From an optimization exercise on the open Yosys and OpenROAD flow, aimed at a short achievable clock period and few clock cycles; shortcuts taken in it are not production practice.
Only simulation tests tie the RTL to the original design; equivalence was not proved.
Power is estimated from default activity; no workload was simulated.

File: design/flow/design.v
`default_nettype none
package nfha_pkg;
    localparam logic [2:0] ST_OK       = 3'd0;
    localparam logic [2:0] ST_NO_SPACE = 3'd1;
    localparam logic [2:0] ST_ZERO     = 3'd2;
    localparam logic [2:0] ST_FULL     = 3'd3;
    localparam logic [2:0] ST_UNKNOWN  = 3'd4;
    localparam logic ACT_ALLOC = 1'b0;
    localparam logic ACT_FREE  = 1'b1;
    localparam logic [1:0] CFG_HEAP_BASE  = 2'd0;
    localparam logic [1:0] CFG_HEAP_BYTES = 2'd1;
    localparam logic [1:0] CFG_LINE_LOG2  = 2'd2;
    localparam logic [31:0] HEAP_BYTES_RST = 32'd1048576;
    localparam logic [3:0]  LINE_LOG2_RST  = 4'd2;
endpackage
`default_nettype wire
`default_nettype none
module nfha_ram #(
    parameter int WIDTH = 8,
    parameter int DEPTH = 64
) (
    input  wire logic                     i_clk,
    input  wire logic                     i_we,
    input  wire logic [$clog2(DEPTH)-1:0] i_waddr,
    input  wire logic [WIDTH-1:0]         i_wdata,
    input  wire logic [$clog2(DEPTH)-1:0] i_raddr,
    output logic      [WIDTH-1:0]         o_rdata
);
    logic [WIDTH-1:0] mem [DEPTH];
    always_ff @(posedge i_clk) begin
        if (i_we) begin
            mem[i_waddr] <= i_wdata;
        end
        o_rdata <= mem[i_raddr];
    end
endmodule
`default_nettype wire
`default_nettype none
module next_fit_heap_allocator #(
    parameter int MAX_SEGMENTS = 64,
    parameter int ADDR_BITS    = 32
) (
    input  wire logic        i_clk,
    input  wire logic        i_rst_n,
    input  wire logic        s_axis_tvalid,
    output logic             s_axis_tready,
    input  wire logic [63:0] s_axis_tdata,    
    input  wire logic        s_axis_tuser,    
    output logic             m_axis_tvalid,
    input  wire logic        m_axis_tready,
    output logic      [71:0] m_axis_tdata,    
    input  wire logic        i_cfg_we,
    input  wire logic [1:0]  i_cfg_index,
    input  wire logic [31:0] i_cfg_data
);
    localparam int AW = ADDR_BITS;
    localparam int IW = $clog2(MAX_SEGMENTS);
    localparam int CW = $clog2(MAX_SEGMENTS + 1);
    localparam int SW = AW + 32 + 1 + 2 * IW;   
    localparam logic [32:0] RND_LIM = (ADDR_BITS >= 32) ? {1'b0, 32'hFFFF_FFFF}
                                    : 33'((64'd1 << ADDR_BITS) - 64'd1);
    typedef struct packed {
        logic [AW-1:0] start;
        logic [31:0]   len;
        logic          used;
        logic [IW-1:0] prev;
        logic [IW-1:0] next;
    } t_seg;
    typedef enum logic [3:0] {
        S_INIT, S_IDLE, S_AREQ, S_ACHK, S_SPLIT, S_FREQ, S_FCHK, S_LWAIT,
        S_RWAIT, S_MRD, S_MWR, S_PUSH1, S_PUSH2, S_DONE
    } t_state;
    typedef enum logic [3:0] {
        OP_SPLIT_PREV, OP_SPLIT_CUR, OP_BOTH_LFT, OP_BOTH_R2, OP_LEFT_LFT,
        OP_LEFT_RGT, OP_RIGHT_LFT, OP_RIGHT_RGT, OP_CLEAR
    } t_op;
    function automatic logic [AW-1:0] f_to_aw(input logic [31:0] v);
        logic [AW+31:0] t;
        t = {{AW{1'b0}}, v};
        f_to_aw = t[AW-1:0];
    endfunction
    function automatic logic [31:0] f_to_32(input logic [AW-1:0] v);
        logic [AW+31:0] t;
        t = {32'd0, v};
        f_to_32 = t[31:0];
    endfunction
    t_state        r_state;
    t_op           r_op;
    logic [31:0]   r_base, r_bytes;
    logic [3:0]    r_lsl;
    logic [IW-1:0] r_rover, r_head, r_cur, r_new, r_maddr, r_r2;
    logic [CW-1:0] r_fill, r_sp;
    logic [31:0]   r_rounded, r_sum, r_llen;
    logic          r_lused, r_push2;
    logic [AW-1:0] r_faddr;
    t_seg          r_seg;
    logic [2:0]    r_rstat;
    logic [31:0]   r_raddr, r_rsize;
    logic          r_ovalid;
    logic [71:0]   r_otdata;
    t_seg          w_rd, w_wdata, w_mod;
    logic          w_we, w_swe;
    logic [IW-1:0] w_raddr, w_waddr, w_sdata, w_stk_rd;
    logic [CW-1:0] w_sp_dec;
    logic [32:0]   w_gmask, w_rsum, w_round;
    logic          w_fit, w_exact, w_found, w_lfree, w_rfree, w_have_free;
    assign w_gmask = (33'd1 << r_lsl) - 33'd1;
    assign w_rsum  = {1'b0, s_axis_tdata[31:0]} + w_gmask;
    assign w_round = w_rsum & ~w_gmask;
    assign w_sp_dec = r_sp - CW'(1);
    assign w_fit   = !w_rd.used && (w_rd.len >= r_rounded);
    assign w_exact = (w_rd.len == r_rounded);
    assign w_found = w_rd.used && (w_rd.start == r_faddr);
    assign w_lfree = (r_cur != r_head) && !r_lused;
    assign w_rfree = (r_seg.next != r_head) && !w_rd.used;
    assign w_have_free = (r_sp != '0) || (r_fill != CW'(MAX_SEGMENTS));
    assign s_axis_tready = (r_state == S_IDLE);
    assign m_axis_tvalid = r_ovalid;
    assign m_axis_tdata  = r_otdata;
    nfha_ram #(.WIDTH(SW), .DEPTH(MAX_SEGMENTS)) u_seg_ram (
        .i_clk   (i_clk),
        .i_we    (w_we),
        .i_waddr (w_waddr),
        .i_wdata (w_wdata),
        .i_raddr (w_raddr),
        .o_rdata (w_rd)
    );
    nfha_ram #(.WIDTH(IW), .DEPTH(MAX_SEGMENTS)) u_stk_ram (
        .i_clk   (i_clk),
        .i_we    (w_swe),
        .i_waddr (r_sp[IW-1:0]),
        .i_wdata (w_sdata),
        .i_raddr (w_sp_dec[IW-1:0]),
        .o_rdata (w_stk_rd)
    );
    always_comb begin
        w_mod = w_rd;
        case (r_op)
            OP_SPLIT_PREV: w_mod.next = r_new;
            OP_SPLIT_CUR: begin
                w_mod.prev  = r_new;
                w_mod.start = w_rd.start + f_to_aw(r_rounded);
                w_mod.len   = w_rd.len - r_rounded;
            end
            OP_BOTH_LFT: begin
                w_mod.len  = r_sum;
                w_mod.next = r_r2;
            end
            OP_BOTH_R2:  w_mod.prev = r_seg.prev;
            OP_LEFT_LFT: begin
                w_mod.len  = r_sum;
                w_mod.next = r_seg.next;
            end
            OP_LEFT_RGT:  w_mod.prev = r_seg.prev;
            OP_RIGHT_LFT: w_mod.next = r_seg.next;
            OP_RIGHT_RGT: begin
                w_mod.start = r_seg.start;
                w_mod.len   = r_sum;
                w_mod.prev  = r_seg.prev;
            end
            OP_CLEAR: w_mod.used = 1'b0;
            default: w_mod = w_rd;
        endcase
    end
    always_comb begin
        w_raddr = r_cur;
        w_we    = 1'b0;
        w_waddr = r_cur;
        w_wdata = w_rd;
        w_swe   = 1'b0;
        w_sdata = r_cur;
        case (r_state)
            S_INIT: begin
                w_we    = 1'b1;
                w_waddr = '0;
                w_wdata = {f_to_aw(r_base), r_bytes, 1'b0, IW'(0), IW'(0)};
            end
            S_ACHK: begin
                w_raddr = w_rd.next;
                if (w_fit && w_exact) begin
                    w_we         = 1'b1;
                    w_wdata      = w_rd;
                    w_wdata.used = 1'b1;
                end
            end
            S_FCHK:  w_raddr = w_found ? w_rd.prev : w_rd.next;
            S_LWAIT: w_raddr = r_seg.next;
            S_SPLIT: begin
                w_we    = 1'b1;
                w_waddr = r_new;
                w_wdata = {r_seg.start, r_rounded, 1'b1, r_seg.prev, r_cur};
            end
            S_MRD: w_raddr = r_maddr;
            S_MWR: begin
                w_we    = 1'b1;
                w_waddr = r_maddr;
                w_wdata = w_mod;
            end
            S_PUSH1: w_swe = 1'b1;
            S_PUSH2: begin
                w_swe   = 1'b1;
                w_sdata = r_seg.next;
            end
            default: w_raddr = r_cur;
        endcase
    end
    always_ff @(posedge i_clk) begin
        if (!i_rst_n) begin
            r_state  <= S_INIT;
            r_op     <= OP_CLEAR;
            r_base   <= '0;
            r_bytes  <= nfha_pkg::HEAP_BYTES_RST;
            r_lsl    <= nfha_pkg::LINE_LOG2_RST;
            r_rover  <= '0;
            r_head   <= '0;
            r_fill   <= CW'(1);
            r_sp     <= '0;
            r_push2  <= 1'b0;
            r_ovalid <= 1'b0;
        end else begin
            if (r_ovalid && m_axis_tready && r_state != S_DONE) begin
                r_ovalid <= 1'b0;
            end
            case (r_state)
                S_INIT: r_state <= S_IDLE;
                S_IDLE: begin
                    if (s_axis_tvalid) begin
                        r_rstat <= nfha_pkg::ST_OK;
                        r_raddr <= '0;
                        r_rsize <= '0;
                        r_push2 <= 1'b0;
                        if (s_axis_tuser == nfha_pkg::ACT_FREE) begin
                            r_faddr <= f_to_aw(s_axis_tdata[63:32]);
                            r_cur   <= r_head;
                            r_state <= S_FREQ;
                        end else if (s_axis_tdata[31:0] == '0) begin
                            r_rstat <= nfha_pkg::ST_ZERO;
                            r_state <= S_DONE;
                        end else if (w_round > RND_LIM) begin
                            r_rstat <= nfha_pkg::ST_NO_SPACE;
                            r_state <= S_DONE;
                        end else begin
                            r_rounded <= w_round[31:0];
                            r_cur     <= r_rover;
                            r_state   <= S_AREQ;
                        end
                    end
                end
                S_AREQ: r_state <= S_ACHK;
                S_ACHK: begin
                    r_seg <= w_rd;
                    if (w_fit && w_exact) begin
                        r_rover <= w_rd.next;
                        r_raddr <= f_to_32(w_rd.start);
                        r_rsize <= r_rounded;
                        r_state <= S_DONE;
                    end else if (w_fit) begin
                        if (r_sp != '0) begin
                            r_new   <= w_stk_rd;
                            r_sp    <= w_sp_dec;
                            r_state <= S_SPLIT;
                        end else if (w_have_free) begin
                            r_new   <= r_fill[IW-1:0];
                            r_fill  <= r_fill + CW'(1);
                            r_state <= S_SPLIT;
                        end else begin
                            r_rstat <= nfha_pkg::ST_FULL;
                            r_state <= S_DONE;
                        end
                    end else if (w_rd.next == r_rover) begin
                        r_rstat <= nfha_pkg::ST_NO_SPACE;
                        r_state <= S_DONE;
                    end else begin
                        r_cur <= w_rd.next;
                    end
                end
                S_SPLIT: begin
                    if (r_head == r_cur) begin
                        r_head <= r_new;
                    end
                    r_rover <= r_cur;
                    r_raddr <= f_to_32(r_seg.start);
                    r_rsize <= r_rounded;
                    r_op    <= OP_SPLIT_PREV;
                    r_maddr <= r_seg.prev;
                    r_state <= S_MRD;
                end
                S_FREQ: r_state <= S_FCHK;
                S_FCHK: begin
                    r_seg <= w_rd;
                    if (w_found) begin
                        r_state <= S_LWAIT;
                    end else if (w_rd.next == r_head) begin
                        r_rstat <= nfha_pkg::ST_UNKNOWN;
                        r_state <= S_DONE;
                    end else begin
                        r_cur <= w_rd.next;
                    end
                end
                S_LWAIT: begin
                    r_lused <= w_rd.used;
                    r_llen  <= w_rd.len;
                    r_state <= S_RWAIT;
                end
                S_RWAIT: begin
                    r_raddr <= f_to_32(r_seg.start);
                    r_rsize <= r_seg.len;
                    r_r2    <= w_rd.next;
                    r_maddr <= r_seg.prev;
                    r_state <= S_MRD;
                    if (w_lfree && w_rfree) begin
                        r_sum   <= r_llen + r_seg.len + w_rd.len;
                        r_op    <= OP_BOTH_LFT;
                        r_push2 <= 1'b1;
                        if (r_rover == r_cur || r_rover == r_seg.next) begin
                            r_rover <= w_rd.next;
                        end
                    end else if (w_lfree) begin
                        r_sum <= r_llen + r_seg.len;
                        r_op  <= OP_LEFT_LFT;
                        if (r_rover == r_cur) begin
                            r_rover <= r_seg.next;
                        end
                    end else if (w_rfree) begin
                        r_sum <= w_rd.len + r_seg.len;
                        r_op  <= OP_RIGHT_LFT;
                        if (r_rover == r_cur) begin
                            r_rover <= r_seg.next;
                        end
                        if (r_head == r_cur) begin
                            r_head <= r_seg.next;
                        end
                    end else begin
                        r_op    <= OP_CLEAR;
                        r_maddr <= r_cur;
                    end
                end
                S_MRD: r_state <= S_MWR;
                S_MWR: begin
                    r_state <= S_MRD;
                    case (r_op)
                        OP_SPLIT_PREV: begin
                            r_op    <= OP_SPLIT_CUR;
                            r_maddr <= r_cur;
                        end
                        OP_BOTH_LFT: begin
                            r_op    <= OP_BOTH_R2;
                            r_maddr <= r_r2;
                        end
                        OP_LEFT_LFT: begin
                            r_op    <= OP_LEFT_RGT;
                            r_maddr <= r_seg.next;
                        end
                        OP_RIGHT_LFT: begin
                            r_op    <= OP_RIGHT_RGT;
                            r_maddr <= r_seg.next;
                        end
                        OP_BOTH_R2, OP_LEFT_RGT, OP_RIGHT_RGT: r_state <= S_PUSH1;
                        default: r_state <= S_DONE;
                    endcase
                end
                S_PUSH1: begin
                    r_sp    <= r_sp + CW'(1);
                    r_state <= r_push2 ? S_PUSH2 : S_DONE;
                end
                S_PUSH2: begin
                    r_sp    <= r_sp + CW'(1);
                    r_state <= S_DONE;
                end
                S_DONE: begin
                    if (!r_ovalid || m_axis_tready) begin
                        r_ovalid <= 1'b1;
                        r_otdata <= {5'd0, r_rsize, r_raddr, r_rstat};
                        r_state  <= S_IDLE;
                    end
                end
                default: r_state <= S_IDLE;
            endcase
            if (i_cfg_we) begin
                case (i_cfg_index)
                    nfha_pkg::CFG_HEAP_BASE, nfha_pkg::CFG_HEAP_BYTES: begin
                        if (i_cfg_index == nfha_pkg::CFG_HEAP_BASE) begin
                            r_base <= i_cfg_data;
                        end else begin
                            r_bytes <= i_cfg_data;
                        end
                        r_rover <= '0;
                        r_head  <= '0;
                        r_fill  <= CW'(1);
                        r_sp    <= '0;
                        r_state <= S_INIT;
                    end
                    nfha_pkg::CFG_LINE_LOG2: r_lsl <= i_cfg_data[3:0];
                    default: r_lsl <= r_lsl;
                endcase
            end
        end
    end
endmodule
`default_nettype wire
File: design/flow/run.sh
#!/bin/bash
# synth_recipe.tcl (not shown) runs the flow's synth.tcl, then flattens the netlist and writes it again
# the make line also repeats each setting of config.mk as NAME=value (left out here)
make -C /OpenROAD-flow-scripts/flow DESIGN_CONFIG=/design/flow/config.mk WORK_HOME=/design/flow/orfs CLKGATE_MAP_FILE= SYNTH_SCRIPT=/design/flow/synth_recipe.tcl finish
File: design/flow/config.mk
export PLATFORM = sky130hd
export DESIGN_NAME = next_fit_heap_allocator
export DESIGN_NICKNAME = next_fit_heap_allocator
export VERILOG_FILES = /design/flow/design.v
export SDC_FILE = /design/flow/constraint.sdc
export NUM_CORES = 4
export LEC_CHECK = 0
export CAP_MARGIN = 20
export CORE_MARGIN = 2
export CORE_UTILIZATION = 35
export PLACE_DENSITY = 0.5
export SLEW_MARGIN = 20
export SYNTH_MEMORY_MAX_BITS = 8192
File: design/flow/constraint.sdc
create_clock -name core_clock -period 10.0 [get_ports {i_clk}]
set_input_delay 2.0000 -clock core_clock [delete_from_list [all_inputs] [get_ports {i_clk}]]
set_output_delay 2.0000 -clock core_clock [all_outputs]
set_load 0.01 [all_outputs]
==> summary.txt <==
Worst setup path
  • CP max-delay cell: a311o_2
  • R2R setup slack: 3.00 ns
  • Worst Path Required: approximately 11 ns
  • Critical Path AT: 7.84 ns
  • Delay-heaviest family, CP: compound AO/OA/AOI/OAI gates
  • Critical-path cell list: inv_1, nor2_1, nand2_1, inv_2, nand2_1, nor4_1, a311o_2, buf_12, buf_4, mux2i_1, mux2i_1, a32o_1, or3_1, a22oi_1, o211ai_1
  • Crit Path Category: register to register
  • Crit path buf inv count: 4
  • Worst setup SP type: register
  • WP depth: 15
  • R2r worst-path depth: 15
  • Setup crit end kind: register
  • RR Startpoint: r_state[1]$_SDFF_PN0_
  • Crit path max fanout: 118
  • Largest stage delay, worst path: between 0.9 and 1 ns
  • Reg-to-Reg End: u_seg_ram.o_rdata[43]$_DFF_P_

Clock tree
  • H-tree depth: 6
  • CTS resizes: 0
  • TritonCTS buffer count: approximately 630
  • Clock latency on the worst-skew pair: roughly 1.1 ns
  • Clock Tree Buf Depth: 4
  • Buffer count from post-CTS setup fixing: 0
  • Root buf cell: clkbuf_16
  • Clock-pin transition on the worst setup and hold timing paths: roughly 0.06 ns
  • Clock sinks: 5862
  • CTS tree: yes
  • Hold Buf Count CTS: 0

Finish
  • Register area: 174000 µm²
  • Final instance area: 276000 µm²
  • Synth-to-layout area growth: 14.3%
  • Share of layout cells above drive strength 1: 8.95%
  • Most frequent cells in the layout: edfxtp_1, nand2_1, nand3_1
  • Post-Layout Cell Count: 28000
  • Post-layout nets: 18500
  • Most common cell after layout, fill and taps aside: edfxtp_1
  • Multi-input logic area: 63200 µm²
  • Post-layout util: 40.1%
  • Fillers: 64100

Yosys
  • Yosys warns: 3
  • Seq/Total Area, Yosys: 72.1%
  • Post-synth top area share: 70.6%
  • Flops & latches, synth: 5862
  • Biggest area consumer among synthesized cells: edfxtp_1
  • Netlist cell types: 91
  • Area contributors post-synth: edfxtp_1, nand2_1, nand3_1, mux2i_1, dfxtp_1
  • Most common flop cell mapped by yosys: edfxtp_1
  • Cell area after synthesis: about 240000 µm²
  • EDFF count, synth: ~5700
  • Async set-reset flop share out of synthesis: 0%
  • Synth Area per Inst: 13.3 µm²
  • Mapped Cells: 18100

Floorplanning
  • Die Wd: 834 µm
  • Core ar.: just under 700000 µm²
  • Row cnt: around 310
  • Chip height: 834 µm
  • DIE AREA: roughly 700000 µm²
  • Initial Utilization: 35.1%
  • # IOs: 178

Global routing
  • First-pass GRT wire length: 1200 mm
  • Total track usage: 24.0%
  • Largest net degree at the start of global routing: 145
  • Total gr overflow: 0
  • Antenna violations before repair: 53
  • Vias in the first global route: 149000

Outcome
  • Status: timing/DRC/antenna clean

Timing
  • Setup TNS: 0 ns
  • Pins Over Slew Limit: 0
  • Slew margin rel.: 15.2%
  • Final hold viol count: 0
  • Final setup violation count: 0
  • Tmin final: approximately 7.0 ns
  • RSZ-0062 raised after global routing: no
  • Worst-Margin Slew: 1.27 ns
  • Fin crit share: 70.0%
  • Skew final: 0.103 ns
  • F_max: about 140 MHz

Placed design
  • Gpl congestion: 0.897
  • Buffers added on ports: 172
  • Post-detail-place hpwl: 460 mm
  • Dpl cells: roughly 27000
  • Placed cell area: 256000 µm²

Power
  • Power Density: ~200 nW/µm²
  • Leakage Power: approximately 95 nW
  • Total power: ~0.055 W
  • Peak supply drop: 0.195 mV

Worst hold path
  • Hold Path Depth: 0
  • Hold Path Class: register to register
  • Hold Path Sink: r_otdata[24]$_DFFE_PP_
  • HP Start: r_raddr[21]$_DFFE_PP_

Route
  • DRT Wirelength: 866 mm
  • WL/cell: ~31 µm
  • DR vias/cell: 5.67
  • Initial DRC Count: 21200
  • Antenna Violating Nets Remaining: 0
  • DRC Markers: 0
  • Vias: 159000
  • Drt first pass iters: 9

Flow run
  • Max Cap Viol: 0
## per-layer routing
layer	vias to the layer above	global-route usage [%]	share of wire, %
met5	-	0	0.00081
met4	2	8.21	3.8
met2	7321	37.4	45
met1	81900	34.3	43
li1	68000	-	-
met3	1362	3.72	8.3
## per-stage QoR
stage	hold slack, ns	setup WS [ns]
global placement	0.406	3.11
finish	0.418	3.00
detailed placement	0.405	3.18
global route	0.427	2.75
CTS	0.419	3.22
floorplan	0.400	2.54
## worst max-delay path by stage
| stage | start | end | slack [ns] |
|---|---|---|---|
| after global placement | s_axis_tdata[2] | r_rounded[13]$_DFFE_PP_ | 3.11 |
| final | r_state[1]$_SDFF_PN0_ | u_seg_ram.o_rdata[43]$_DFF_P_ | 3.00 |
| after CTS | r_state[1]$_SDFF_PN0_ | u_seg_ram.o_rdata[43]$_DFF_P_ | 3.22 |
| after global routing | r_state[1]$_SDFF_PN0_ | u_seg_ram.o_rdata[43]$_DFF_P_ | 2.75 |
| after detailed placement | r_state[1]$_SDFF_PN0_ | u_seg_ram.o_rdata[43]$_DFF_P_ | 3.18 |
| after floorplan | i_rst_n | r_otdata[0]$_DFFE_PP_ | 2.54 |
## cell type report
type | count | area share (%)
timing repair buffer | 656 | 2.38
sequential | 5862 | 63.1
multi-input combinational | 11000 | 22.9
tap | 9210 | 4.18
antenna | 24 | 0.0218
inverter | 113 | 0.154
clock buffer | 842 | 6.19
clock inverter | 301 | 1.04
## synth_stat cells, drive strengths merged (11+ instances only)
| library cell | instances |
|---|---|
| o22ai | 12 |
| a21o | 75 |
| a32oi | 78 |
| a311oi | 388 |
| nor2b | 36 |
| mux2i | 494 |
| a221oi | 29 |
| a22o | 72 |
| and3 | 491 |
| o21ai | 224 |
| o21a | 44 |
| a222oi | 46 |
| mux4 | 126 |
| nand3 | 1599 |
| a31oi | 255 |
| edfxtp | 5675 |
| inv | 110 |
| nand3b | 11 |
| or2 | 18 |
| a32o | 83 |
| a21oi | 354 |
| a221o | 13 |
| nor3b | 18 |
| o31ai | 15 |
| o211ai | 104 |
| a211oi | 36 |
| nor2 | 397 |
| nor3 | 65 |
| xnor2 | 108 |
| buf | 489 |
| nor4 | 30 |
| nand4 | 28 |
| o221ai | 88 |
| or3 | 96 |
| o22a | 78 |
| nand2b | 44 |
| and2 | 11 |
| o21bai | 24 |
| clkbuf | 672 |
| nand2 | 4839 |
| mux2 | 16 |
| xor2 | 114 |
| a22oi | 134 |
| ha | 196 |
| dfxtp | 187 |
## power by group
group,total [W],internal [W],leakage [nW],switching (W)
sequential,0.0279,0.0277,53.5,0.000203
clock,0.0229,0.0130,9.71,0.00997
combinational,0.00393,0.000991,31.5,0.00294
## kinds of logic after synthesis
kind of cell | share of synthesized area (%)
fa+ha+maj | 1.07
simple gates | 13.7
buf+inv | 2.26
flops | 72.1
mux | 3.30
other cells | 0.00155
xor+xnor | 0.815
compound gates | 6.71
## registers in the layout, summed over array words and instances (netlist names), 67 cells and up
signal	count
u_seg_ram.mem	4928
u_stk_ram.mem	384
u_seg_ram.o_rdata	77
r_seg	76
r_otdata	67
Testbench counts, summed over its fixed seeds: cycles 75,239.

## re-timing with driven ports
The results above use ideal ports. As a check the final layout listed here was re-extracted and re-timed, cells and wires unchanged. Step 1: set_driving_cell puts a clkbuf_16 on i_clk and a buf_2 on each other input, an assumption about the parent block. Step 2 times the ports against the registers' clock, not the clock port: input delays grow and output delays shrink by t, the midpoint of the rising clock arrivals with the driver on. a / b / c = no drivers / after step 1 / after step 2; a / b = the first two.
t, ns: 1.232
setup WS [ns]: 3.004 / 3.004 / 3.004
worst hold slack (ns): 0.418 / 0.418 / 0.418
worst setup path at the end: register to register
slew at the worst register clock pin (ns): 0.07 / 0.07
After both steps setup and hold are still met in this run. The setup slack of this run moves by 0.000 ns with the drivers and by 0.000 ns with both steps.
